This is an optimization exercise on Yosys and OpenROAD, whose aim is small area, a short achievable clock period and few clock cycles per item, not a production implementation.

==> nickel: inputs <==
==> flow/design.v (excerpt) <==
module differential_temp_fan_stepper_core
(
    input  wire logic        clk,
    input  wire logic        rst_n,
    input  wire logic        sensor_valid,
    output logic             sensor_ready,
    input  wire logic [15:0] sensor_sample_a,
    input  wire logic [15:0] sensor_sample_b,
    output logic             status_valid,
    input  wire logic        status_ready,
    output logic [2:0]       status_fan_level,
    output logic             status_level_changed,
    output logic             status_compared,
    output logic [14:0]      status_average_difference,
    output logic             status_relay_low_cap,
    output logic             status_relay_high_cap,
    output logic             status_main_relay,
    input  wire logic        cfg_valid,
    output logic             cfg_ready,
    input  wire logic [3:0]  cfg_index,
    input  wire logic [15:0] cfg_data
);
    logic [THRESH_W-1:0] thr_reg [4];
    logic                in_fire;
    logic                adv;           
    logic                shift;         
    logic                take_e;        
    logic                save;          
    logic                nrdy_reg;      
    logic                sh_pend_reg;   
    logic                pend_reg;      
    logic                skid_v_reg;
    logic [DSUM_W+3:0]   skid_reg;      
    logic                sh_pend_next;
    logic                pend_next;
    logic                skid_v_next;
    logic                w_neg;
    logic [DSUM_W-2:0]   w_y;
    logic [3:0]          w_rb;
    logic                e_v_reg;
    logic [DSUM_W+3:0]   e_in;          
    logic [11:0]         e_rem;         
    logic [DSUM_W+15:0]  e_reg;
    logic                e_neg;
    logic [3:0]          e_rb;
    logic [DSUM_W-2:0]   y;
  ...
Settings: LEC_CHECK=0, CAP_MARGIN=20, CORE_MARGIN=2, CORE_UTILIZATION=40, SETUP_SLACK_MARGIN=4, SLEW_MARGIN=20, SYNTH_HIERARCHICAL=1; clock period 8.0 ns.
run.sh (not shown) runs the stock make flow with config.mk's settings and CLKGATE_MAP_FILE= SYNTH_SCRIPT=/design/flow/synth_recipe.tcl, a recipe that flattens the netlist after the stock synthesis.
==> quartz: changes against nickel <==
--- a/flow/design.v
+++ b/flow/design.v
@@ -251,29 +251,26 @@
     input  wire logic [15:0] cfg_data
 );
     logic [THRESH_W-1:0] thr_reg [4];
     logic                in_fire;
     logic                adv;           
     logic                shift;         
-    logic                take_e;        
+    logic                take_q;        
     logic                save;          
     logic                nrdy_reg;      
     logic                sh_pend_reg;   
     logic                pend_reg;      
     logic                skid_v_reg;
     logic [DSUM_W+3:0]   skid_reg;      
     logic                sh_pend_next;
     logic                pend_next;
     logic                skid_v_next;
     logic                w_neg;
     logic [DSUM_W-2:0]   w_y;
     logic [3:0]          w_rb;
-    logic                e_v_reg;
-    logic [DSUM_W+3:0]   e_in;          
-    logic [11:0]         e_rem;         
-    logic [DSUM_W+15:0]  e_reg;
+    logic [DSUM_W+3:0]   q_in;          
     logic                e_neg;
     logic [3:0]          e_rb;
     logic [DSUM_W-2:0]   y;
     logic [SAMPLE_W-1:0] quot;
     logic                inc;
     logic                q_v_reg;
@@ -307,17 +304,17 @@
             thr_reg[2] <= LEVEL3_RST;
             thr_reg[3] <= LEVEL4_RST;
         end
         else if (cfg_valid && (cfg_index[3:2] == 2'b00))
             thr_reg[cfg_index[1:0]] <= cfg_data[THRESH_W-1:0];
     end
-    assign take_e = adv && !skid_v_reg && pend_reg;
+    assign take_q = adv && !skid_v_reg && pend_reg;
     assign shift  = sh_pend_reg && (!pend_reg || !skid_v_reg);
-    assign save   = pend_reg && shift && !take_e;
+    assign save   = pend_reg && shift && !take_q;
     assign sh_pend_next = in_fire || (sh_pend_reg && !shift);
-    assign pend_next    = shift || (pend_reg && !take_e);
+    assign pend_next    = shift || (pend_reg && !take_q);
     assign skid_v_next  = save || (skid_v_reg && !adv);
     dtfs_datapath u_datapath (
         .clk      (clk),
         .rst_n    (rst_n),
         .wr_en    (in_fire),
         .shift    (shift),
@@ -332,53 +329,43 @@
         if (!rst_n)
         begin
             nrdy_reg    <= 1'b0;
             sh_pend_reg <= 1'b0;
             pend_reg    <= 1'b0;
             skid_v_reg  <= 1'b0;
-            e_v_reg     <= 1'b0;
         end
         else
         begin
             nrdy_reg    <= sh_pend_next && pend_next && skid_v_next;
             sh_pend_reg <= sh_pend_next;
             pend_reg    <= pend_next;
             skid_v_reg  <= skid_v_next;
-            if (adv)
-                e_v_reg <= skid_v_reg || pend_reg;
         end
     end
     always_ff @(posedge clk)
     begin
         if (!skid_v_reg || adv)
             skid_reg <= {w_neg, w_y, w_rb};
-        if (adv)
-            e_reg <= {e_in, e_rem};
     end
-    assign e_in = skid_v_reg ? skid_reg : {w_neg, w_y, w_rb};
-    dtfs_div10_rem u_div10_rem (
-        .y   (e_in[DSUM_W+2:4]),
-        .rem (e_rem)
-    );
-    assign e_neg = e_reg[DSUM_W+15];
-    assign y     = e_reg[DSUM_W+14:16];
-    assign e_rb  = e_reg[15:12];
+    assign q_in  = skid_v_reg ? skid_reg : {w_neg, w_y, w_rb};
+    assign e_neg = q_in[DSUM_W+3];
+    assign y     = q_in[DSUM_W+2:4];
+    assign e_rb  = q_in[3:0];
     dtfs_div10 u_div10 (
         .neg  (e_neg),
         .y    (y),
         .rb   (e_rb),
-        .rem  (e_reg[11:0]),
         .quot (quot),
         .inc  (inc)
     );
     always_ff @(posedge clk or negedge rst_n)
     begin
         if (!rst_n)
             q_v_reg <= 1'b0;
         else if (adv)
-            q_v_reg <= e_v_reg;
+            q_v_reg <= skid_v_reg || pend_reg;
     end
     always_ff @(posedge clk)
     begin
         if (adv)
         begin
             q_reg     <= quot;
@@ -462,48 +449,42 @@
     assign status_compared           = out_cmp_reg;
     assign status_average_difference = out_diff_reg;
     assign status_relay_low_cap      = cap_reg[0];
     assign status_relay_high_cap     = cap_reg[1];
     assign status_main_relay         = main_reg;
 endmodule
-module dtfs_div10_rem
+import dtfs_pkg::*;
+module dtfs_div10
 (
+    input  wire logic                neg,
     input  wire logic [DSUM_W-2:0]   y,
-    output logic [11:0]              rem       
+    input  wire logic [3:0]          rb,
+    output logic [SAMPLE_W-1:0]      quot,
+    output logic                     inc
 );
     logic [4:0]  m3;        
     logic [4:0]  m2;
     logic [4:0]  m1;
     logic [4:0]  m0;
-    logic [4:0]  r3;
+    logic [4:0]  r3;        
     logic [4:0]  r2;
+    logic [4:0]  r1;
+    logic [4:0]  r0;
+    logic [4:0]  rf;        
+    logic [3:0]  q3;
     assign m3 = dtfs_pkg::oh_mod5(y[16:13]);
     assign m2 = dtfs_pkg::oh_mod5(y[12:9]);
     assign m1 = dtfs_pkg::oh_mod5(y[8:5]);
     assign m0 = dtfs_pkg::oh_mod5(y[4:1]);
     assign r3 = dtfs_pkg::oh_mod5({2'b00, y[18:17]});
     assign r2 = dtfs_pkg::oh_add5(r3, m3);
-    assign rem = {dtfs_pkg::oh_enc5(r2),
-                  dtfs_pkg::oh_enc5(dtfs_pkg::oh_add5(r3, dtfs_pkg::oh_add5(m3, m2))),
-                  dtfs_pkg::oh_enc5(dtfs_pkg::oh_add5(r2, dtfs_pkg::oh_add5(m2, m1))),
-                  dtfs_pkg::oh_enc5(dtfs_pkg::oh_add5(dtfs_pkg::oh_add5(r3, dtfs_pkg::oh_add5(m3, m2)),
-                                                      dtfs_pkg::oh_add5(m1, m0)))};
-endmodule
-import dtfs_pkg::*;
-module dtfs_div10
-(
-    input  wire logic                neg,
-    input  wire logic [DSUM_W-2:0]   y,
-    input  wire logic [3:0]          rb,
-    input  wire logic [11:0]         rem,
-    output logic [SAMPLE_W-1:0]      quot,
-    output logic                     inc
-);
-    logic [3:0]  q3;
-    assign q3   = dtfs_pkg::div5_digit(dtfs_pkg::oh_mod5({2'b00, y[18:17]}), y[16:13]);
+    assign r1 = dtfs_pkg::oh_add5(r3, dtfs_pkg::oh_add5(m3, m2));
+    assign r0 = dtfs_pkg::oh_add5(r2, dtfs_pkg::oh_add5(m2, m1));
+    assign rf = dtfs_pkg::oh_add5(r1, dtfs_pkg::oh_add5(m1, m0));
+    assign q3 = dtfs_pkg::div5_digit(r3, y[16:13]);
     assign quot = {q3[2:0],
-                   dtfs_pkg::div5_digit(dtfs_pkg::oh_dec5(rem[11:9]), y[12:9]),
-                   dtfs_pkg::div5_digit(dtfs_pkg::oh_dec5(rem[8:6]), y[8:5]),
-                   dtfs_pkg::div5_digit(dtfs_pkg::oh_dec5(rem[5:3]), y[4:1])};
-    assign inc  = |(dtfs_pkg::oh_dec5(rem[2:0]) & dtfs_pkg::inc_mask(neg, y[0], rb));
+                   dtfs_pkg::div5_digit(r2, y[12:9]),
+                   dtfs_pkg::div5_digit(r1, y[8:5]),
+                   dtfs_pkg::div5_digit(r0, y[4:1])};
+    assign inc = |(rf & dtfs_pkg::inc_mask(neg, y[0], rb));
 endmodule
 `default_nettype wire
- ABC_AREA: unset -> 1
- CTS_CLUSTER_DIAMETER: unset -> 120
- CTS_CLUSTER_SIZE: unset -> 22
- SETUP_SLACK_MARGIN: 4 -> 5
- SYNTH_HIERARCHICAL: 1 -> unset
==> comparison table <==
item	quartz	nickel
Outcome	complete, no violations	complete, no violations
Ratio of cells with drive above 1 in the final layout	23.7%	15.6%
Worst clock skew	29.9 ps	16.8 ps
Starting Density	40.5%	40.4%
Number of synthesized register bits	373	410
Logic depth of the worst path, buffers included	20	12
Area share of fa/ha/maj cells after synthesis	7.48%	5.90%
Number of post-CTS setup repair buffers	78	21
Cell Area, Placed	0.0219 sq mm	0.0256 sq mm
Area of combinational cells with multiple inputs	0.0102 sq mm	0.0118 sq mm
Startpoint of the lowest-slack register-to-register path	u_datapath.full_reg$_DFFE_PN0P_	u_datapath.dsum_reg[19]$_DFFE_PN0P_
Min-Delay Startpoint	u_datapath.ent_reg[77]$_DFFE_PP_	u_datapath.ent_reg[19]$_DFFE_PP_
Tightest Pin Transition	830 ps	1020 ps
Area of the core	0.0502 sq mm	0.0604 sq mm
Via count of the first global-routing pass	15.4k	16.9k
DRC violation total after the first TritonRoute iteration	1,419	1,380
Worst hold slack	400 ps	411 ps
Endpoint of the worst register-to-register path	u_datapath.dsum_reg[16]$_DFFE_PN0P_	e_reg[0]$_DFFE_PN_
Post-detailed-route wirelength per cell	15.6 um	17.7 um
Share of the synthesized netlist area taken by xor and xnor gates	1.97%	3.93%
Count of clock buffers in the final design	34	57
Startpoint of the most critical setup path	sensor_sample_b[0]	u_datapath.dsum_reg[19]$_DFFE_PN0P_
Post-synthesis instance total	2,254	2,255
Total number of clock tree sinks	373	410
No run of this note included a check of the RTL's function; only the layout flow was run.

-- afterwards: timing with drivers on the ports --
No port has a modelled driver above. Below, the same layouts with a new extraction and two added sets of constraints. Step 1 (the two cells are an assumption about what drives the block):
set clk [get_ports {clk}]
set_driving_cell -lib_cell sky130_fd_sc_hd__clkbuf_16 $clk
set_driving_cell -lib_cell sky130_fd_sc_hd__buf_2 [delete_from_list [all_inputs] $clk]
Step 2, shift: input delay + t, output delay - t, t = (earliest + latest rising clock arrival at the registers) / 2. This alone moves slack from input paths to output paths. Slacks: ideal ports / drivers / drivers and shift; pairs: ideal ports / drivers.
| run | t, ns | setup slack, ns | clock arrival spread, ns |
|---|---|---|---|
| nickel | 0.635 | 3.961 / 3.961 / 3.595 | 0.020 / 0.021 |
| quartz | 0.603 | 4.728 / 4.730 / 4.127 | 0.032 / 0.033 |
After both steps setup and hold are still met in every run listed. For quartz, which loses most, drivers alone change the setup slack by +0.002 ns; drivers and shift together by -0.601 ns.
